What follows belongs to an exercise in optimizing a design on an open flow for small area; a production flow would make more cautious choices.
Function was checked by simulation only, so behaviour that the tests miss may differ from the original.
Power figures rest on the tool's default switching activity, not on a simulated workload.

==> design/flow/design.v <==
package bmd_reg_pkg;
    typedef enum logic [7-1:0] {
        REG_DCSR         = 0,    
        REG_DDMACR       = 1,    
        REG_WDMA_ADDR    = 2,    
        REG_WDMA_LEN     = 3,
        REG_WDMA_COUNT   = 4,
        REG_WDMA_PATTERN = 5,
        REG_RDMA_ADDR    = 6,    
        REG_RDMA_LEN     = 7,
        REG_RDMA_COUNT   = 8
    } reg_addr_e;
    typedef logic [$clog2(32)-1:0] bit_pos_t;
    localparam bit_pos_t DCSR_INIT_RST = 0;      
    localparam bit_pos_t DCSR_VER_LSB  = 24;     
    localparam bit_pos_t DCSR_VER_MSB  = 31;
    localparam bit_pos_t DDMACR_MWR_START = 0;   
    localparam bit_pos_t DDMACR_MWR_DONE  = 8;   
    localparam bit_pos_t DDMACR_MRD_START = 16;  
    localparam bit_pos_t DDMACR_MRD_DONE  = 24;  
endpackage
package bmd_access_pkg;
    typedef logic [32-1:0] data_word_t;     
    typedef logic [4-1:0]   byte_en_t;       
    typedef logic [7-1:0] reg_addr_t;      
    localparam int BYTE_W = 8;
    typedef enum logic [1:0] {
        WR_IDLE,     
        WR_FETCH,    
        WR_MERGE     
    } wr_state_e;
endpackage
`timescale 1ns/100ps
module bmd_ctrl_regs (
    input  logic                      clk,
    input  logic                      rst_n,
    input  logic                      commit_en_i,
    input  bmd_access_pkg::reg_addr_t commit_addr_i,
    input  bmd_access_pkg::data_word_t commit_data_i,
    input  bmd_access_pkg::reg_addr_t fetch_addr_i,      
    output bmd_access_pkg::data_word_t fetch_data_o,
    input  bmd_access_pkg::reg_addr_t rd_addr_i,         
    output bmd_access_pkg::data_word_t rd_raw_o,
    input  logic                      mwr_done_i,
    input  logic                      mrd_done_i,
    output logic                      init_rst_o,
    output logic                      mwr_start_o,
    output bmd_access_pkg::data_word_t mwr_addr_o,
    output bmd_access_pkg::data_word_t mwr_len_o,
    output bmd_access_pkg::data_word_t mwr_count_o,
    output bmd_access_pkg::data_word_t mwr_data_o,
    output logic                      mrd_start_o,
    output bmd_access_pkg::data_word_t mrd_addr_o,
    output bmd_access_pkg::data_word_t mrd_len_o,
    output bmd_access_pkg::data_word_t mrd_count_o
);
    logic       init_rst_q;
    logic       init_rst_d;
    logic       mwr_start_q;
    logic       mwr_done_q;
    logic       mrd_start_q;
    logic       mrd_done_q;
    bmd_access_pkg::data_word_t wdma_addr_q;
    bmd_access_pkg::data_word_t wdma_len_q;
    bmd_access_pkg::data_word_t wdma_count_q;
    bmd_access_pkg::data_word_t wdma_pattern_q;
    bmd_access_pkg::data_word_t rdma_addr_q;
    bmd_access_pkg::data_word_t rdma_len_q;
    bmd_access_pkg::data_word_t rdma_count_q;
    logic       wr_hit;
    bmd_access_pkg::reg_addr_t commit_reg;
    assign wr_hit     = commit_en_i && (commit_addr_i < 9);  
    assign commit_reg = commit_addr_i;
    assign init_rst_d = (wr_hit && commit_reg == bmd_reg_pkg::REG_DCSR) ?
                        commit_data_i[bmd_reg_pkg::DCSR_INIT_RST] : init_rst_q;
    always_ff @(posedge clk) begin
        if (!rst_n) begin
            init_rst_q  <= 1'b0;
            mwr_start_q <= 1'b0;
            mwr_done_q  <= 1'b0;
            mrd_start_q <= 1'b0;
            mrd_done_q  <= 1'b0;
        end else begin
            init_rst_q <= init_rst_d;
            if (init_rst_d) begin                        
                mwr_start_q <= 1'b0;
                mwr_done_q  <= 1'b0;
                mrd_start_q <= 1'b0;
                mrd_done_q  <= 1'b0;
            end else begin
                if (wr_hit && commit_reg == bmd_reg_pkg::REG_DDMACR) begin
                    mwr_start_q <= commit_data_i[bmd_reg_pkg::DDMACR_MWR_START];
                    mrd_start_q <= commit_data_i[bmd_reg_pkg::DDMACR_MRD_START];
                end
                if (mwr_done_i) begin
                    mwr_done_q <= 1'b1;                  
                end
                if (mrd_done_i) begin
                    mrd_done_q <= 1'b1;
                end
            end
        end
    end
    always_ff @(posedge clk) begin
        if (!rst_n) begin
            wdma_addr_q    <= '0;
            wdma_len_q     <= '0;
            wdma_count_q   <= '0;
            wdma_pattern_q <= '0;
            rdma_addr_q    <= '0;
            rdma_len_q     <= '0;
            rdma_count_q   <= '0;
        end else if (wr_hit) begin
            case (commit_reg)
                bmd_reg_pkg::REG_WDMA_ADDR:    wdma_addr_q    <= commit_data_i;
                bmd_reg_pkg::REG_WDMA_LEN:     wdma_len_q     <= commit_data_i;
                bmd_reg_pkg::REG_WDMA_COUNT:   wdma_count_q   <= commit_data_i;
                bmd_reg_pkg::REG_WDMA_PATTERN: wdma_pattern_q <= commit_data_i;
                bmd_reg_pkg::REG_RDMA_ADDR:    rdma_addr_q    <= commit_data_i;
                bmd_reg_pkg::REG_RDMA_LEN:     rdma_len_q     <= commit_data_i;
                bmd_reg_pkg::REG_RDMA_COUNT:   rdma_count_q   <= commit_data_i;
                default: ;                               
            endcase
        end
    end
    function automatic bmd_access_pkg::data_word_t read_word(input bmd_access_pkg::reg_addr_t addr);
        bmd_access_pkg::data_word_t word;
        word = '0;
        case (addr)
            bmd_reg_pkg::REG_DCSR: begin
                word[bmd_reg_pkg::DCSR_VER_MSB:bmd_reg_pkg::DCSR_VER_LSB] = 8'h02;
                word[bmd_reg_pkg::DCSR_INIT_RST]             = init_rst_q;
            end
            bmd_reg_pkg::REG_DDMACR: begin
                word[bmd_reg_pkg::DDMACR_MWR_START] = mwr_start_q;
                word[bmd_reg_pkg::DDMACR_MWR_DONE]  = mwr_done_q;
                word[bmd_reg_pkg::DDMACR_MRD_START] = mrd_start_q;
                word[bmd_reg_pkg::DDMACR_MRD_DONE]  = mrd_done_q;
            end
            bmd_reg_pkg::REG_WDMA_ADDR:    word = wdma_addr_q;
            bmd_reg_pkg::REG_WDMA_LEN:     word = wdma_len_q;
            bmd_reg_pkg::REG_WDMA_COUNT:   word = wdma_count_q;
            bmd_reg_pkg::REG_WDMA_PATTERN: word = wdma_pattern_q;
            bmd_reg_pkg::REG_RDMA_ADDR:    word = rdma_addr_q;
            bmd_reg_pkg::REG_RDMA_LEN:     word = rdma_len_q;
            bmd_reg_pkg::REG_RDMA_COUNT:   word = rdma_count_q;
            default:          word = '0;                 
        endcase
        read_word = word;
    endfunction
    always_comb begin
        fetch_data_o = read_word(fetch_addr_i);
        rd_raw_o     = read_word(rd_addr_i);
    end
    assign init_rst_o  = init_rst_q;
    assign mwr_start_o = mwr_start_q;
    assign mwr_addr_o  = wdma_addr_q;
    assign mwr_len_o   = wdma_len_q;
    assign mwr_count_o = wdma_count_q;
    assign mwr_data_o  = wdma_pattern_q;
    assign mrd_start_o = mrd_start_q;
    assign mrd_addr_o  = rdma_addr_q;
    assign mrd_len_o   = rdma_len_q;
    assign mrd_count_o = rdma_count_q;
endmodule
`timescale 1ns/100ps
module bmd_host_port (
    input  logic                       clk,
    input  logic                       rst_n,
    input  logic                       wr_valid_i,
    input  bmd_access_pkg::reg_addr_t  wr_addr_i,
    input  bmd_access_pkg::byte_en_t   wr_be_i,
    input  bmd_access_pkg::data_word_t wr_data_i,
    output logic                       wr_credit_o,
    input  bmd_access_pkg::byte_en_t   rd_be_i,
    input  bmd_access_pkg::data_word_t rd_raw_i,       
    output bmd_access_pkg::data_word_t rd_data_o,
    output bmd_access_pkg::reg_addr_t  fetch_addr_o,
    input  bmd_access_pkg::data_word_t fetch_data_i,
    output logic                       commit_en_o,
    output bmd_access_pkg::reg_addr_t  commit_addr_o,
    output bmd_access_pkg::data_word_t commit_data_o
);
    localparam int DEPTH = 2;
    localparam int PTR_W = (DEPTH > 1) ? $clog2(DEPTH) : 1;
    localparam int CNT_W = $clog2(DEPTH + 1);
    bmd_access_pkg::reg_addr_t  q_addr [DEPTH];
    bmd_access_pkg::byte_en_t   q_be   [DEPTH];
    bmd_access_pkg::data_word_t q_data [DEPTH];
    logic [PTR_W-1:0] wr_ptr;
    logic [PTR_W-1:0] rd_ptr;
    logic [CNT_W-1:0] q_count;
    logic             q_push;
    logic             q_pop;
    bmd_access_pkg::wr_state_e  state_q;
    bmd_access_pkg::wr_state_e  state_d;
    bmd_access_pkg::data_word_t fetched_q;
    bmd_access_pkg::data_word_t merged;
    logic       commit_en_q;
    bmd_access_pkg::reg_addr_t  commit_addr_q;
    bmd_access_pkg::data_word_t commit_data_q;
    assign q_push = wr_valid_i;                  
    assign q_pop  = (state_q == bmd_access_pkg::WR_MERGE);       
    always_ff @(posedge clk) begin
        if (q_push) begin
            q_addr[wr_ptr] <= wr_addr_i;
            q_be[wr_ptr]   <= wr_be_i;
            q_data[wr_ptr] <= wr_data_i;
        end
    end
    always_ff @(posedge clk) begin
        if (!rst_n) begin
            wr_ptr  <= '0;
            rd_ptr  <= '0;
            q_count <= '0;
        end else begin
            if (q_push) begin
                wr_ptr <= (wr_ptr == PTR_W'(DEPTH - 1)) ? '0 : wr_ptr + 1'b1;
            end
            if (q_pop) begin
                rd_ptr <= (rd_ptr == PTR_W'(DEPTH - 1)) ? '0 : rd_ptr + 1'b1;
            end
            case ({q_push, q_pop})
                2'b10:   q_count <= q_count + 1'b1;
                2'b01:   q_count <= q_count - 1'b1;
                default: q_count <= q_count;
            endcase
        end
    end
    always_comb begin
        state_d = state_q;
        case (state_q)
            bmd_access_pkg::WR_IDLE:  state_d = (q_count != '0 || wr_valid_i) ? bmd_access_pkg::WR_FETCH : bmd_access_pkg::WR_IDLE;
            bmd_access_pkg::WR_FETCH: state_d = bmd_access_pkg::WR_MERGE;
            bmd_access_pkg::WR_MERGE: state_d = bmd_access_pkg::WR_IDLE;         
            default:  state_d = bmd_access_pkg::WR_IDLE;
        endcase
    end
    always_ff @(posedge clk) begin
        if (!rst_n) begin
            state_q     <= bmd_access_pkg::WR_IDLE;
            commit_en_q <= 1'b0;
        end else begin
            state_q     <= state_d;
            commit_en_q <= (state_q == bmd_access_pkg::WR_MERGE);
        end
    end
    assign fetch_addr_o = q_addr[rd_ptr];
    always_ff @(posedge clk) begin
        if (state_q == bmd_access_pkg::WR_FETCH) begin
            fetched_q <= fetch_data_i;           
        end
        if (state_q == bmd_access_pkg::WR_MERGE) begin
            commit_addr_q <= q_addr[rd_ptr];
            commit_data_q <= merged;
        end
    end
    always_comb begin
        for (int k = 0; k < 4; k++) begin
            merged[bmd_access_pkg::BYTE_W*k +: bmd_access_pkg::BYTE_W] = q_be[rd_ptr][k] ?
                q_data[rd_ptr][32-bmd_access_pkg::BYTE_W-bmd_access_pkg::BYTE_W*k +: bmd_access_pkg::BYTE_W] :
                fetched_q[bmd_access_pkg::BYTE_W*k +: bmd_access_pkg::BYTE_W];
        end
    end
    assign commit_en_o   = commit_en_q;
    assign commit_addr_o = commit_addr_q;
    assign commit_data_o = commit_data_q;
    assign wr_credit_o   = commit_en_q;          
    always_comb begin
        for (int k = 0; k < 4; k++) begin
            rd_data_o[32-bmd_access_pkg::BYTE_W-bmd_access_pkg::BYTE_W*k +: bmd_access_pkg::BYTE_W] =
                rd_be_i[k] ? rd_raw_i[bmd_access_pkg::BYTE_W*k +: bmd_access_pkg::BYTE_W] : '0;   
        end
    end
endmodule
`timescale 1ns/100ps
module bmd_mem_access (
    input  logic                       clk,
    input  logic                       rst_n,
    input  logic                       wr_valid_i,
    input  bmd_access_pkg::reg_addr_t  wr_addr_i,
    input  bmd_access_pkg::byte_en_t   wr_be_i,
    input  bmd_access_pkg::data_word_t wr_data_i,
    output logic                       wr_credit_o,
    input  bmd_access_pkg::reg_addr_t  rd_addr_i,
    input  bmd_access_pkg::byte_en_t   rd_be_i,
    output bmd_access_pkg::data_word_t rd_data_o,
    input  logic                       mwr_done_i,
    input  logic                       mrd_done_i,
    output logic                       init_rst_o,
    output logic                       mwr_start_o,
    output bmd_access_pkg::data_word_t mwr_addr_o,
    output bmd_access_pkg::data_word_t mwr_len_o,
    output bmd_access_pkg::data_word_t mwr_count_o,
    output bmd_access_pkg::data_word_t mwr_data_o,
    output logic                       mrd_start_o,
    output bmd_access_pkg::data_word_t mrd_addr_o,
    output bmd_access_pkg::data_word_t mrd_len_o,
    output bmd_access_pkg::data_word_t mrd_count_o
);
    bmd_access_pkg::reg_addr_t  fetch_addr;
    bmd_access_pkg::data_word_t fetch_data;
    logic       commit_en;
    bmd_access_pkg::reg_addr_t  commit_addr;
    bmd_access_pkg::data_word_t commit_data;
    bmd_access_pkg::data_word_t rd_raw;              
    bmd_host_port u_host_port (
        .clk           (clk),
        .rst_n         (rst_n),
        .wr_valid_i    (wr_valid_i),
        .wr_addr_i     (wr_addr_i),
        .wr_be_i       (wr_be_i),
        .wr_data_i     (wr_data_i),
        .wr_credit_o   (wr_credit_o),
        .rd_be_i       (rd_be_i),
        .rd_raw_i      (rd_raw),
        .rd_data_o     (rd_data_o),
        .fetch_addr_o  (fetch_addr),
        .fetch_data_i  (fetch_data),
        .commit_en_o   (commit_en),
        .commit_addr_o (commit_addr),
        .commit_data_o (commit_data)
    );
    bmd_ctrl_regs u_ctrl_regs (
        .clk           (clk),
        .rst_n         (rst_n),
        .commit_en_i   (commit_en),
        .commit_addr_i (commit_addr),
        .commit_data_i (commit_data),
        .fetch_addr_i  (fetch_addr),
        .fetch_data_o  (fetch_data),
        .rd_addr_i     (rd_addr_i),      
        .rd_raw_o      (rd_raw),
        .mwr_done_i    (mwr_done_i),
        .mrd_done_i    (mrd_done_i),
        .init_rst_o    (init_rst_o),
        .mwr_start_o   (mwr_start_o),
        .mwr_addr_o    (mwr_addr_o),
        .mwr_len_o     (mwr_len_o),
        .mwr_count_o   (mwr_count_o),
        .mwr_data_o    (mwr_data_o),
        .mrd_start_o   (mrd_start_o),
        .mrd_addr_o    (mrd_addr_o),
        .mrd_len_o     (mrd_len_o),
        .mrd_count_o   (mrd_count_o)
    );
endmodule
==> design/flow/run.sh <==
#!/bin/bash
# synth_recipe.tcl (not shown) runs the flow's synth.tcl, then flattens the netlist and writes it again
# the make line also repeats each setting of config.mk as NAME=value (left out here)
make -C /OpenROAD-flow-scripts/flow DESIGN_CONFIG=/design/flow/config.mk WORK_HOME=/design/flow/orfs CLKGATE_MAP_FILE= SYNTH_SCRIPT=/design/flow/synth_recipe.tcl finish
==> design/flow/config.mk <==
export PLATFORM = sky130hd
export DESIGN_NAME = bmd_mem_access
export DESIGN_NICKNAME = bmd_mem_access
export VERILOG_FILES = /design/flow/design.v
export SDC_FILE = /design/flow/constraint.sdc
export NUM_CORES = 4
export LEC_CHECK = 0
export CAP_MARGIN = 20
export CORE_MARGIN = 2
export CORE_UTILIZATION = 40
export SLEW_MARGIN = 20
==> design/flow/constraint.sdc <==
create_clock -name core_clock -period 7.0 [get_ports {clk}]
set_input_delay 1.4000 -clock core_clock [delete_from_list [all_inputs] [get_ports {clk}]]
set_output_delay 1.4000 -clock core_clock [all_outputs]
set_load 0.01 [all_outputs]
==> impl_metrics.ini <==
[grt]
antenna_found_initial = 0
grt_pass1_wl_mm = 105
grt_max_degree = 100
grt_pass1_vias = 15500
overflow = 0
grt_usage = 0.307

[cts]
cts_setup_buffers = 0
cts_buffers = 43
cts_tree = built
cts_hold_buf = 0
cts_buffer_depth = 3
htreeDepth = 2
clkLatencyLatePin_ps = 570
path_clk_slew_ps = 60
cts_sinks = 394
cts-resized-gates = 0
root_buffer = clkbuf_16

[layout]
drive_above_1_share = 0.0737
nets = 2115
fin_cells = 2681
syn_to_final_growth_pct = 28.9
insertedDiodeCount = 0
final_util = 0.519

[placement]
port-buffer-count = 318
post-place-ws_ps = 870
dp_cells = 2602
dp_hpwl_mm = 46.2
routabilityCongestion = 0.836

[floorplanning]
die_w_um = 214
die_h_um = 214
rows = 77
io_pins = 319
coreArea_um2 = 43900
die_area_um2 = 45900
start_util = 0.403

[drt]
wl_per_cell_um = 27.2
drcViolationCount = 0
vias_per_cell = 5.99
dr.pass1.iters = 7
vias = 16100
drtAntennaViolNets = 0
drt_iter0_markers = 1889
drt_wl_total_mm = 73.0

[power]
p_per_area_nw_per_um2 = 220
ir_worst_vdd_mv = 0.169
leakagePower_uw = 0.00738

[logic_synthesis]
synth-edff-count = 157
syn-cell-area_um2 = 17700
synth-async-reset-ratio = 0
seq_area_frac_synth = 0.535
synth_fp_nets = 1848
synth-seq-cells = 394
yosys_most_used_dff = dfxtp_1
ys_warn_count = 2
synth_cell_type_count = 56
avgSynthCellArea_um2 = 9.89
synthCells = 1788

[sta]
fin_crit_ps = 6200
setup_tns_ps = 0
hold_viol = 0
slew_viol_final = 0
min_period_over_period = 0.886
rsz0062_at_grt = no
finalSetupViolCount = 0
worst_pin_slew_ps = 1190
slew_headroom = 0.203
max_freq_ghz = 0.161
clock_skew_ps = 13.8
worst_slack_ps = 799

[status]
outcome = no timing/DRC/antenna violations

[setup_path]
criticalPathCategory = input port to output port
worst-r2r-cell-count = 6
cp.required_ps = 5600
worstSetupEndpointType = output port
arrival_ps = 4800
critPathLaunchType = input port
crit_fanout = 14
r2r-end = u_host_port.fetched_q[20]
regToRegSetupSlack_ps = 3370
crit_path_end = rd_data_o[1]
crit_start = rd_addr_i[3]

[job]
maxCapViolations = 0

[min_path]
hold_class = register to register
through the flow:
step                instance area (µm²)  total power, µW  hold WS, ps
detailed placement                21500             2850          494
floorplan                         17700             2710          430
global route                      22800             5150          531
CTS                               22800             5030          503
finish                            22800             5010          504
global placement                  21500             2840          477
routing by layer:
| metal | global-route usage | wire length, µm | share of wire | vias up |
|---|---|---|---|---|
| met5 | 0 | 0 | 0 | - |
| li1 | - | - | - | 6995 |
| met2 | 0.487 | 33300 | 0.46 | 985 |
| met3 | 0.0593 | 6590 | 0.090 | 175 |
| met1 | 0.413 | 30400 | 0.42 | 7915 |
| met4 | 0.128 | 2790 | 0.038 | 0 |
synthesized netlist by cell type (all sizes together) (11+ instances only):
cell	count	area share
a21oi	52	0.015
a22oi	101	0.043
edfxtp	157	0.27
clkbuf	97	0.021
buf	44	0.012
nand3	27	0.0076
nor2	24	0.0051
nor2b	73	0.026
mux2i	77	0.044
nand4	13	0.0046
o22ai	11	0.0039
a22o	17	0.0084
a221oi	30	0.015
a211oi	32	0.014
a222oi	14	0.0079
nand2	467	0.099
dfxtp	237	0.27
a31oi	17	0.0060
a21boi	195	0.083
mux2	13	0.0083
where the power goes:
part | switching [µW] | leakage [µW] | internal (µW) | total (µW)
sequential | 61.6 | 0.00338 | 2470 | 2530
combinational | 170 | 0.00335 | 111 | 281
clock | 928 | 0.000650 | 1270 | 2200
total | 1160 | 0.00738 | 3850 | 5010
registers in the layout, indices dropped and copies added (netlist names), named ones only:
| name | count |
|---|---|
| u_host_port.commit_en_q | 1 |
| u_ctrl_regs.init_rst_q | 1 |
| u_ctrl_regs.wdma_count_q | 32 |
| u_ctrl_regs.rdma_addr_q | 32 |
| u_ctrl_regs.mrd_start_q | 1 |
| u_ctrl_regs.mwr_done_q | 1 |
| u_ctrl_regs.wdma_len_q | 32 |
| u_host_port.q_count | 2 |
| u_host_port.state_q | 2 |
| u_ctrl_regs.mwr_start_q | 1 |
| u_host_port.q_data | 64 |
| u_host_port.fetched_q | 32 |
| u_ctrl_regs.mrd_done_q | 1 |
| u_host_port.wr_ptr | 1 |
| u_ctrl_regs.wdma_addr_q | 32 |
| u_host_port.q_addr | 14 |
| u_host_port.rd_ptr | 1 |
| u_host_port.commit_addr_q | 7 |
| u_ctrl_regs.rdma_len_q | 32 |
| u_ctrl_regs.wdma_pattern_q | 32 |
| u_host_port.commit_data_q | 32 |
| u_host_port.q_be | 8 |
| u_ctrl_regs.rdma_count_q | 32 |
cell families after synthesis:
group | synth area share
fa+ha+maj | 0.000707
flops | 0.535
simple gates | 0.163
mux | 0.0633
compound gates | 0.203
xor+xnor | 0.00149
buf+inv | 0.0334
area by class of cell:
cell class / instances / area, µm²
Fill cell: 3935 / 21100
Sequential cell: 394 / 9460
Multi-Input combinational cell: 1249 / 7750
Timing Repair Buffer: 363 / 3510
Clock buffer: 71 / 1270
Tap cell: 592 / 741
Clock inverter: 8 / 61.3
Inverter: 4 / 15.0
worst min path at each step:
stage | from | to | slack [ps] | depth (start not counted)
floorplan | u_host_port.state_q[1] | u_host_port.state_q[0] | 430 | 1
global placement | u_host_port.q_count[1] | u_host_port.q_count[1] | 480 | 2
detailed placement | u_ctrl_regs.wdma_len_q[24] | u_ctrl_regs.wdma_len_q[24] | 490 | 2
CTS | u_ctrl_regs.wdma_len_q[24] | u_ctrl_regs.wdma_len_q[24] | 500 | 2
global route | u_ctrl_regs.wdma_len_q[11] | u_ctrl_regs.wdma_len_q[11] | 530 | 2
finish | u_ctrl_regs.wdma_len_q[24] | u_ctrl_regs.wdma_len_q[24] | 500 | 2
critical path, stage by stage:
cell	delay [ps]
clkdlybuf4s50_1	550
or4_1	790
nor2_1	240
and2_2	400
buf_4	380
a2bb2oi_1	120
a21oi_1	280
clkdlybuf4s50_1	610
layout by cell type (no fill, tap or decap), types with 32 or more instances in the layout:
cell / instances
clkbuf_16: 45
a211oi_1: 32
dfxtp_1: 236
a21oi_1: 52
mux2i_1: 77
clkdlybuf4s50_1: 315
a22oi_1: 101
edfxtp_1: 157
buf_4: 46
a21boi_0: 194
nand2_1: 465
nor2b_1: 69

port drivers added, routing unchanged:
In the flow no input, the clock included, has a driving cell. The finished layout below was timed again as built, in two steps. Step 1, drivers: a clkbuf_16 drives clk and a buf_2 each remaining input, both assumed. Step 2 moves the port delays by t, midway between the first and last clock arrival at a register: inputs arrive t later, outputs are due t later. That takes back most of the time a late clock gives input paths. Slacks: ideal / step 1 / step 2; pairs: ideal / step 1.
shift t [ns]: 0.614
setup slack, ns: 0.799 / 0.773 / 0.773
slew at the worst register clock pin (ns): 0.06 / 0.06
cell pins on the clock port's net: 1
After both steps this run still meets setup and hold. For this run, drivers alone change the setup slack by -0.026 ns; drivers and shift together by -0.026 ns.
